What follows belongs to an exercise in optimizing a design on an open flow for small area and a short achievable clock period; a production flow would make more cautious choices.
Power figures rest on the tool's default switching activity, not on a simulated workload.

the baseline:
==> flow/design.v (excerpt) <==
module merge_stream_rx (
  input  logic        Clock,
  input  logic        Reset,
  input  logic        SerIn,
  input  logic [3:0]  Address,
  output logic        SendEvt,
  output logic [15:0] WordOut,
  output logic        WordValid,
  input  logic        WordReady,
  output logic        CrcErr,
  output logic        FmtErr,
  output logic        Overflow,
  output logic [7:0]  EvtCount,
  output logic [2:0]  DbgState,
  output logic [3:0]  DbgPending
);
  function automatic logic [5:0] crc6_step(input logic [5:0] crc, input logic din);
    crc6_step = {crc[4:0], 1'b0} ^ ((crc[5] ^ din) ? CRC6_POLY : 6'h00);
  endfunction
  localparam logic [1:0] T_EHDR = 2'd1;
  localparam logic [1:0] T_CHDR = 2'd2;
  localparam logic [1:0] T_CLUS = 2'd3;
  localparam logic [1:0] T_TRLR = 2'd0;
  logic [2:0]  state_q, state_d;
  logic [3:0]  bit_cnt_q, bit_cnt_d;
  logic [10:0] shift_q;
  logic [2:0]  chips_q, chips_d;
  logic [4:0]  clus_q, clus_d;
  logic [5:0]  crc_q, crc_d;
  logic        addr_err_q, addr_err_d;
  logic        ovf_evt_q;
  logic        push_q, push_d;
  logic [13:0] pw_q, pw_d;
  logic        trl_q, trl_d;
  logic        crcerr_q, crcerr_d;
  logic        fmterr_q, fmterr_d;
  logic [2:0]  pending_q;
  logic        send_q, ovf_q;
  logic [7:0]  evt_cnt_q;
  logic [11:0] field;
  logic [4:0]  nclus;
  logic [13:0] abort_word;
  logic [14:0] head;
  logic        fifo_valid, fifo_drop, fifo_room, issue;
  assign field      = {shift_q, SerIn};
  assign nclus      = field[NCLUS_HI:NCLUS_LO];
  assign abort_word = {T_TRLR, 1'b0, addr_err_q, ovf_evt_q, 1'b1, 8'h00};
  always_comb begin
    state_d    = state_q;
    bit_cnt_d  = bit_cnt_q + 4'd1;
    chips_d    = chips_q;
    clus_d     = clus_q;
    crc_d      = crc6_step(crc_q, SerIn);
    addr_err_d = addr_err_q;
    push_d     = 1'b0;
    pw_d       = abort_word;
    trl_d      = 1'b0;
    crcerr_d   = 1'b0;
    fmterr_d   = 1'b0;
    unique case (state_q)
      ST_HUNT: begin
        bit_cnt_d = 4'd0;
        crc_d     = SerIn ? 6'h03 : 6'h00;
        if (SerIn) begin
          state_d    = ST_PRE;
          addr_err_d = 1'b0;
        end
      end
      ST_PRE: begin
        if (bit_cnt_q == 4'd0 && SerIn) begin
          state_d  = ST_HUNT;
          push_d   = 1'b1;
          trl_d    = 1'b1;
          fmterr_d = 1'b1;
        end else if (bit_cnt_q == PRE_BITS - 4'd1) begin
  ...
For scale: ~44 I/O pins, roughly 150000 um^2 of cells after synthesis.
clock: 6.5 ns
lec_check: 0
abc_clock_period_in_ps: 2800
cap_margin: 20
core_margin: 2
core_utilization: 40
cts_cluster_diameter: 120
cts_cluster_size: 24
setup_slack_margin: 3.7
slew_margin: 20
run.sh (not shown) runs the stock make flow with config.mk's settings and CLKGATE_MAP_FILE= SYNTH_SCRIPT=/design/flow/synth_recipe.tcl, a recipe that flattens the netlist after the stock synthesis.
Input changes introduced in the candidate (baseline for comparison: the baseline):
diff --git a/flow/design.v b/flow/design.v
--- a/flow/design.v
+++ b/flow/design.v
@@ -17,31 +17,33 @@
     ST_CHDR = 3'd3,
     ST_CLUS = 3'd4,
     ST_CRCB = 3'd5,
     ST_TRLR = 3'd6
   } rx_state_e;
 endpackage
 module merge_word_fifo (
   input  logic        clk_i,
   input  logic        rst_ni,
   input  logic        push_i,
+  input  logic        push_nxt_i,
   input  logic [13:0] din_i,
   input  logic        pop_i,
   output logic [14:0] head_o,
   output logic        valid_o,
   output logic        drop_o,
   output logic        room_o
 );
   localparam int W = 14;
   logic [256*W-1:0] mem_q;
   logic [15:0]  wlo_q, whi_q;    
-  logic [15:0]  wlo_en;
+  logic [15:0]  wlo_d, wen_q;    
+  logic         full_d;
   logic [5:0]   ra0_q, ra1_q, ra2_q, ra3_q;  
   logic [7:0]   wp_q, ra_q;
   logic [8:0]   cnt_q, cnt_p, cnt_m;
   logic         valid_q, full_q, room_q;
   logic [W-1:0] s0_q, s1_q, s2_q, s3_q, rword;
   logic [1:0]   ssel_q;
   logic         sv_q;
   logic [14:0]  q0_q;
   logic [W-1:0] q1_q, q2_q;
   logic         qv1_q, qv2_q, qv3_q;       
@@ -50,25 +52,26 @@
   logic         push_ok, pop, fetched, space, issue, bypass;
   logic [W-1:0] e0, e1, e2, in1, n0, n1, n2;
   function automatic logic [14:0] dec(input logic [13:0] w);
     dec = {(w[13:12] == 2'b00), w};
   endfunction
   assign push_ok = push_i & ~full_q;
   assign drop_o  = push_i & full_q;
   assign pop     = pop_i & valid_q;
   assign cnt_p   = cnt_q + {8'd0, push_ok};
   assign cnt_m   = cnt_p - 9'd1;
-  assign wlo_en = wlo_q & {16{push_ok}};
+  assign wlo_d  = push_ok ? {wlo_q[14:0], wlo_q[15]} : wlo_q;
+  assign full_d = !pop && cnt_p == 9'd256;
   for (genvar h = 0; h < 16; h++) begin : g_hi
     for (genvar l = 0; l < 16; l++) begin : g_lo
       always_ff @(posedge clk_i) begin
-        if (wlo_en[l] && whi_q[h]) mem_q[(16*h+l)*W +: W] <= din_i;
+        if (wen_q[l] && whi_q[h]) mem_q[(16*h+l)*W +: W] <= din_i;
       end
     end
   end
   function automatic logic [W-1:0] rd64(input logic [64*W-1:0] m, input logic [5:0] a);
     logic [32*W-1:0] l1;
     logic [16*W-1:0] l2;
     logic [8*W-1:0]  l3;
     logic [4*W-1:0]  l4;
     logic [2*W-1:0]  l5;
     for (int i = 0; i < 32; i++) l1[i*W +: W] = a[0] ? m[(2*i+1)*W +: W]  : m[2*i*W +: W];
@@ -122,46 +125,47 @@
     q2_q <= n2;
   end
   always_ff @(posedge clk_i) begin
     if (!rst_ni) begin
       cnt_q   <= '0;
       valid_q <= 1'b0;
       full_q  <= 1'b0;
       room_q  <= 1'b1;
       wp_q    <= 8'd0;
       wlo_q   <= 16'd1;
+      wen_q   <= 16'd0;
       whi_q   <= 16'd1;
       ra_q    <= 8'd0;
       ra0_q   <= 6'd0;
       ra1_q   <= 6'd0;
       ra2_q   <= 6'd0;
       ra3_q   <= 6'd0;
       sv_q    <= 1'b0;
       qv1_q   <= 1'b0;
       qv2_q   <= 1'b0;
       qv3_q   <= 1'b0;
       q0_q    <= '0;
     end else begin
       if (pop) begin
         cnt_q   <= cnt_m;
         valid_q <= cnt_p >= 9'd2;
-        full_q  <= 1'b0;
         room_q  <= cnt_p <= 9'd57;
       end else begin
         cnt_q   <= cnt_p;
         valid_q <= cnt_p >= 9'd1;
-        full_q  <= cnt_p == 9'd256;
         room_q  <= cnt_p <= 9'd56;
       end
+      full_q <= full_d;
+      wlo_q  <= wlo_d;
+      wen_q  <= (push_nxt_i && !full_d) ? wlo_d : 16'd0;
       if (push_ok) begin
-        wp_q  <= wp_q + 8'd1;
-        wlo_q <= {wlo_q[14:0], wlo_q[15]};
+        wp_q <= wp_q + 8'd1;
         if (wlo_q[15]) whi_q <= {whi_q[14:0], whi_q[15]};
       end
       if (issue || bypass) begin
         ra_q  <= ra_q + 8'd1;
         ra0_q <= ra0_q + 6'd1;
         ra1_q <= ra1_q + 6'd1;
         ra2_q <= ra2_q + 6'd1;
         ra3_q <= ra3_q + 6'd1;
       end
       sv_q <= issue;
@@ -351,20 +355,21 @@
       ovf_q     <= ovf_q | fifo_drop;
       if (issue && !trl_q)                        pending_q <= pending_q + 3'd1;
       else if (!issue && trl_q && pending_q != 0) pending_q <= pending_q - 3'd1;
       if (trl_q) evt_cnt_q <= evt_cnt_q + 8'd1;
     end
   end
   merge_word_fifo u_fifo (
     .clk_i   (Clock),
     .rst_ni  (Reset),
     .push_i  (push_q),
+    .push_nxt_i (push_d),
     .din_i   (pw_q),
     .pop_i   (WordReady),
     .head_o  (head),
     .valid_o (fifo_valid),
     .drop_o  (fifo_drop),
     .room_o  (fifo_room)
   );
   assign WordOut    = {1'b0, head};
   assign WordValid  = fifo_valid;
   assign SendEvt    = send_q;
==> summary.txt <==
Taking the baseline as the reference point, the number of setup buffers added after CTS of the candidate falls by 4. Sort the candidate and the baseline by final critical-path required period, ascending, and the candidate comes first. The run showing the smaller via count is the candidate. Comparing the baseline with the candidate, the total I/O pin count came out essentially unchanged. The candidate against the baseline: placer congestion estimate lost 1.6%; combinational fraction of design power saw a decrease. Comparing the candidate and the baseline, detailed-routing iteration count for the pre-antenna-repair pass is higher on the candidate. On the candidate: net switching power figure is about 11% lower than what the baseline gave. The higher met1 track demand over resource in global routing came out of the baseline. Against the baseline, maximum frequency in the candidate came out better. Looking at synthesized cell count, the candidate sits below the baseline.
No run of this note included a check of the RTL's function; only the layout flow was run.

-- static timing again, ports no longer ideal --
How much do the figures lean on ideal ports? The routed layouts below were timed once more, with nothing changed but the port constraints. Step 1 (the two cells are an assumption about what drives the block):
set clk [get_ports {Clock}]
set_driving_cell -lib_cell sky130_fd_sc_hd__clkbuf_16 $clk
set_driving_cell -lib_cell sky130_fd_sc_hd__buf_2 [delete_from_list [all_inputs] $clk]
Step 2, shift: input delay + t, output delay - t, t = (earliest + latest rising clock arrival at the registers) / 2. This alone moves slack from input paths to output paths. Three values: no drivers, after step 1, after step 2; two values: the first two.
| run | t, ns | setup WS [ns] | hold WS [ns] | clock arrival spread, ns | pins driven straight from the clock port |
|---|---|---|---|---|---|
| the baseline | 0.993 | 3.615 / 3.579 / 2.677 | 0.393 / 0.393 / 0.393 | 0.079 / 0.078 | 1 |
| the candidate | 1.007 | 3.650 / 3.554 / 2.673 | 0.397 / 0.397 / 0.397 | 0.056 / 0.056 | 1 |
After both steps setup and hold are still met in every run listed. The setup slack of the candidate, which loses most, moves by -0.096 ns with the drivers and by -0.977 ns with both steps.
